Source: an optimization exercise on an open RTL-to-GDS flow (aim: small area). Production flows keep margins and buffers that such runs may drop.
For this run, only the layout was checked, not whether the RTL still works.

--- flow/config.mk ---
export PLATFORM = sky130hd
export DESIGN_NAME = regfile_dual_wb_t
export DESIGN_NICKNAME = regfile_dual_wb_t
export VERILOG_FILES = /design/flow/design.v
export SDC_FILE = /design/flow/constraint.sdc
export NUM_CORES = 4
export LEC_CHECK = 0
export CAP_MARGIN = 0
export CORE_MARGIN = 2
export CORE_UTILIZATION = 50
export CTS_BUF_LIST = sky130_fd_sc_hd__clkbuf_4 sky130_fd_sc_hd__clkbuf_8
export PLACE_DENSITY = 0.6
export SLEW_MARGIN = 0
export SYNTH_HIERARCHICAL = 1
--- flow/constraint.sdc ---
create_clock -name core_clock -period 5.5 [get_ports {CLK}]
set_input_delay 1.1000 -clock core_clock [delete_from_list [all_inputs] [get_ports {CLK}]]
set_output_delay 1.1000 -clock core_clock [all_outputs]
set_load 0.01 [all_outputs]
--- flow/design.v ---
package rf_pkg;
  localparam int DEF_XLEN = 32;
  localparam int DEF_AW   = 5;
  localparam int NUM_REGS = 2 ** DEF_AW;
  typedef logic [DEF_AW-1:0]   reg_idx_t;
  typedef logic [DEF_XLEN-1:0] xword_t;
  typedef enum logic {
    LANE1 = 1'b0,
    LANE2 = 1'b1
  } lane_t;
  function automatic logic younger_lane(input logic wb2_older);
    younger_lane = wb2_older ? 1'b0 : 1'b1;   
  endfunction
endpackage
module rf_aoi222 (
  input  logic a0, b0, a1, b1, a2, b2,
  output logic y
);
  assign y = ~((a0 & b0) | (a1 & b1) | (a2 & b2));
endmodule
module rf_nand2 (
  input  logic a, b,
  output logic y
);
  assign y = ~(a & b);
endmodule
module rf_nand3 (
  input  logic a, b, c,
  output logic y
);
  assign y = ~(a & b & c);
endmodule
module rf_nand4 (
  input  logic a, b, c, d,
  output logic y
);
  assign y = ~(a & b & c & d);
endmodule
module rf_or3 (
  input  logic a, b, c,
  output logic y
);
  assign y = a | b | c;
endmodule
module rf_xor2 (
  input  logic a, b,
  output logic y
);
  assign y = a ^ b;
endmodule
module rf_xnor2 (
  input  logic a, b,
  output logic y
);
  assign y = ~(a ^ b);
endmodule
module rf_read_bit (
  input  logic [30:0] sel,
  input  logic [30:0] val,
  input  logic        phz,
  output logic        data
);
  logic [10:0] y;
  logic [2:0]  p;
  logic        n;
  for (genvar k = 0; k < 10; k++) begin : g_aoi
    rf_aoi222 u_aoi (
      .a0(sel[3*k]),   .b0(val[3*k]),
      .a1(sel[3*k+1]), .b1(val[3*k+1]),
      .a2(sel[3*k+2]), .b2(val[3*k+2]),
      .y (y[k])
    );
  end
  rf_nand2 u_last (.a(sel[30]), .b(val[30]), .y(y[10]));
  rf_nand4 u_p0 (.a(y[0]), .b(y[1]), .c(y[2]),  .d(y[3]), .y(p[0]));
  rf_nand4 u_p1 (.a(y[4]), .b(y[5]), .c(y[6]),  .d(y[7]), .y(p[1]));
  rf_nand3 u_p2 (.a(y[8]), .b(y[9]), .c(y[10]),           .y(p[2]));
  rf_or3  u_n  (.a(p[0]), .b(p[1]), .c(p[2]),            .y(n));
  rf_xor2 u_x  (.a(n),    .b(phz),                       .y(data));
endmodule
module rf_read_port
#(
  parameter int XLEN = rf_pkg::DEF_XLEN,
  parameter int AW   = rf_pkg::DEF_AW
) (
  input  logic [AW-1:0]           idx,
  input  logic [(2**AW)*XLEN-1:0] regs,
  input  logic                    phase,
  output logic [XLEN-1:0]         data
);
  logic [30:0] sel;
  logic        phz;
  for (genvar i = 1; i <= 31; i++) begin : g_dec
    assign sel[i-1] = (idx == AW'(i));
  end
  assign phz = phase & (idx != '0);
  for (genvar b = 0; b < XLEN; b++) begin : g_bit
    logic [30:0] val;
    for (genvar i = 1; i <= 31; i++) begin : g_v
      assign val[i-1] = regs[i*XLEN + b];
    end
    rf_read_bit u_bit (
      .sel (sel),
      .val (val),
      .phz (phz),
      .data(data[b])
    );
  end
endmodule
module regfile_dual_wb_t
#(
  parameter int XLEN = rf_pkg::DEF_XLEN,
  parameter int AW   = rf_pkg::DEF_AW
) (
  input  logic            CLK,
  input  logic            RST,
  input  logic            ACT,
  input  logic            wb1_wten,
  input  logic [AW-1:0]   wb1_rd,
  input  logic [XLEN-1:0] wb1_data,
  input  logic            wb2_wten,
  input  logic [AW-1:0]   wb2_rd,
  input  logic [XLEN-1:0] wb2_data,
  input  logic            wb2_older,
  input  logic [AW-1:0]   rdA_rs1,
  input  logic [AW-1:0]   rdA_rs2,
  input  logic [AW-1:0]   rdB_rs1,
  input  logic [AW-1:0]   rdB_rs2,
  output logic [XLEN-1:0] rdA_rs1_data,
  output logic [XLEN-1:0] rdA_rs2_data,
  output logic [XLEN-1:0] rdB_rs1_data,
  output logic [XLEN-1:0] rdB_rs2_data,
  output logic            rf_wwcol
);
  localparam int NREGS = 2 ** AW;
  logic [XLEN-1:0]       regs_reg [1:NREGS-1];
  logic [NREGS*XLEN-1:0] rf_view;
  logic                  phase_reg;
  logic                  wwcol_reg;
  logic wr1_en;
  logic wr2_en;
  logic collision;
  logic lane1_wins;
  assign wr1_en     = ACT && wb1_wten && (wb1_rd != '0);
  assign wr2_en     = ACT && wb2_wten && (wb2_rd != '0);
  assign collision  = wr1_en && wr2_en && (wb1_rd == wb2_rd);
  assign lane1_wins = (rf_pkg::younger_lane(wb2_older) == rf_pkg::LANE1);
  logic [XLEN-1:0] bus1_n;
  logic [XLEN-1:0] bus2_n;
  assign bus1_n = {XLEN{RST}} | (wb1_data ^ {XLEN{phase_reg}});
  assign bus2_n = {XLEN{RST}} | (wb2_data ^ {XLEN{phase_reg}});
  always_ff @(posedge CLK) begin
    phase_reg <= ~RST & ~phase_reg;
  end
  for (genvar gi = 1; gi < NREGS; gi++) begin : g_reg
    logic hit1, hit2, sel1, sel2, hold;
    assign hit1 = wr1_en && (wb1_rd == AW'(gi));
    assign hit2 = wr2_en && (wb2_rd == AW'(gi));
    assign sel1 = RST || (hit1 && (!hit2 || lane1_wins));
    assign sel2 = !RST && hit2 && (!hit1 || !lane1_wins);
    assign hold = !RST && !hit1 && !hit2;
    logic [XLEN-1:0] d;
    for (genvar b = 0; b < XLEN; b++) begin : g_bit
      rf_aoi222 u_next (
        .a0(hold), .b0(regs_reg[gi][b]),
        .a1(sel1), .b1(bus1_n[b]),
        .a2(sel2), .b2(bus2_n[b]),
        .y (d[b])
      );
    end
    always_ff @(posedge CLK) begin
      regs_reg[gi] <= d;
    end
  end
  always_ff @(posedge CLK) begin
    if (RST) begin
      wwcol_reg <= 1'b0;
    end else if (collision) begin
      wwcol_reg <= 1'b1;
    end
  end
  assign rf_wwcol = wwcol_reg;
  assign rf_view[XLEN-1:0] = '0;
  for (genvar gi = 1; gi < NREGS; gi++) begin : g_view
    assign rf_view[gi*XLEN +: XLEN] = regs_reg[gi];
  end
  logic [AW-1:0]   rd_idx  [4];
  logic [XLEN-1:0] rd_data [4];
  assign rd_idx[0] = rdA_rs1;
  assign rd_idx[1] = rdA_rs2;
  assign rd_idx[2] = rdB_rs1;
  assign rd_idx[3] = rdB_rs2;
  for (genvar gi = 0; gi < 4; gi++) begin : g_port
    rf_read_port #(
      .XLEN(XLEN),
      .AW  (AW)
    ) u_port (
      .idx  (rd_idx[gi]),
      .regs (rf_view),
      .phase(phase_reg),
      .data (rd_data[gi])
    );
  end
  assign rdA_rs1_data = rd_data[0];
  assign rdA_rs2_data = rd_data[1];
  assign rdB_rs1_data = rd_data[2];
  assign rdB_rs2_data = rd_data[3];
endmodule
--- flow/run.sh ---
#!/bin/bash
# synth_recipe.tcl (not shown) runs the flow's synth.tcl, then flattens the netlist and writes it again
# the make line also repeats each setting of config.mk as NAME=value (left out here)
make -C /OpenROAD-flow-scripts/flow DESIGN_CONFIG=/design/flow/config.mk WORK_HOME=/design/flow/orfs CLKGATE_MAP_FILE= SYNTH_SCRIPT=/design/flow/synth_recipe.tcl finish
==> out/metrics.yaml <==
grt-ovfl-total: 1
ctsHoldBuffers: 0
cts_buffers: 165
postSynthAreaPerCell_um2: 11.02
status: "did not finish"
ys_warn_count: 12
haltStage: "global routing"
die_y_um: 322.5
h-tree-depth: 4
netlist_area_um2: 50730
place_area_um2: 63540
cts_sinks: 994
firstError: "[ERROR GRT-0232] Routing congestion too high. Check the congestion heatmap in the GUI."
synth_fp_nets: 4704
clk_path_buf_depth: 3
die-width_um: 322.5
port_buffers: 228
syn_inst: 4604
grt_max_degree: 39
pre_cts_ws_ps: -481.7
ios: 229
rows: 116
dp_hpwl_um: 234700
track_usage: 0.7682
initial_core_util: 0.5058
gp_congestion: 1.146
root_buffer: "clkbuf_8"
[power groups by stage]
stage / Sequential [uW] / Combinational (uW) / Clock [uW]
CTS: 9240 / 4940 / 7280
global placement: 9340 / 4790 / 0
floorplan: 9040 / 2260 / 0
detailed placement: 9390 / 4860 / 0
[worst max-delay path by stage]
| stage | start | to | slack [ps] | depth (start not counted) |
|---|---|---|---|---|
| after detailed placement | rdB_rs2[1] | rdB_rs2_data[26] | -480 | 10 |
| after CTS | rdB_rs1[3] | rdB_rs1_data[20] | -110 | 12 |
| after floorplan | rdA_rs1[3] | rdA_rs1_data[0] | 1100 | 6 |
| after global placement | rdB_rs2[1] | rdB_rs2_data[26] | -500 | 10 |
[through the flow]
step / hold slack, ps / util / std cells
after CTS: 493.9 / 0.6772 / 7223
after floorplan: 475.5 / - / 4604
after global placement: 478.7 / 0.6336 / 6873
after detailed placement: 483.7 / 0.6336 / 6873
[metal layers]
layer | global-route usage | GRT overflow
met1 | 0.7997 | 1
met2 | 0.8802 | 0
met3 | 0.6512 | 0
met4 | 0.7092 | 0
met5 | 0.4380 | 0
[what timing repair did]
action                                  4_1_cts
endpoints found under the setup margin      128
setup buffers                                44
cloned                                       28
gates resized for setup                      70
pin swaps                                    66
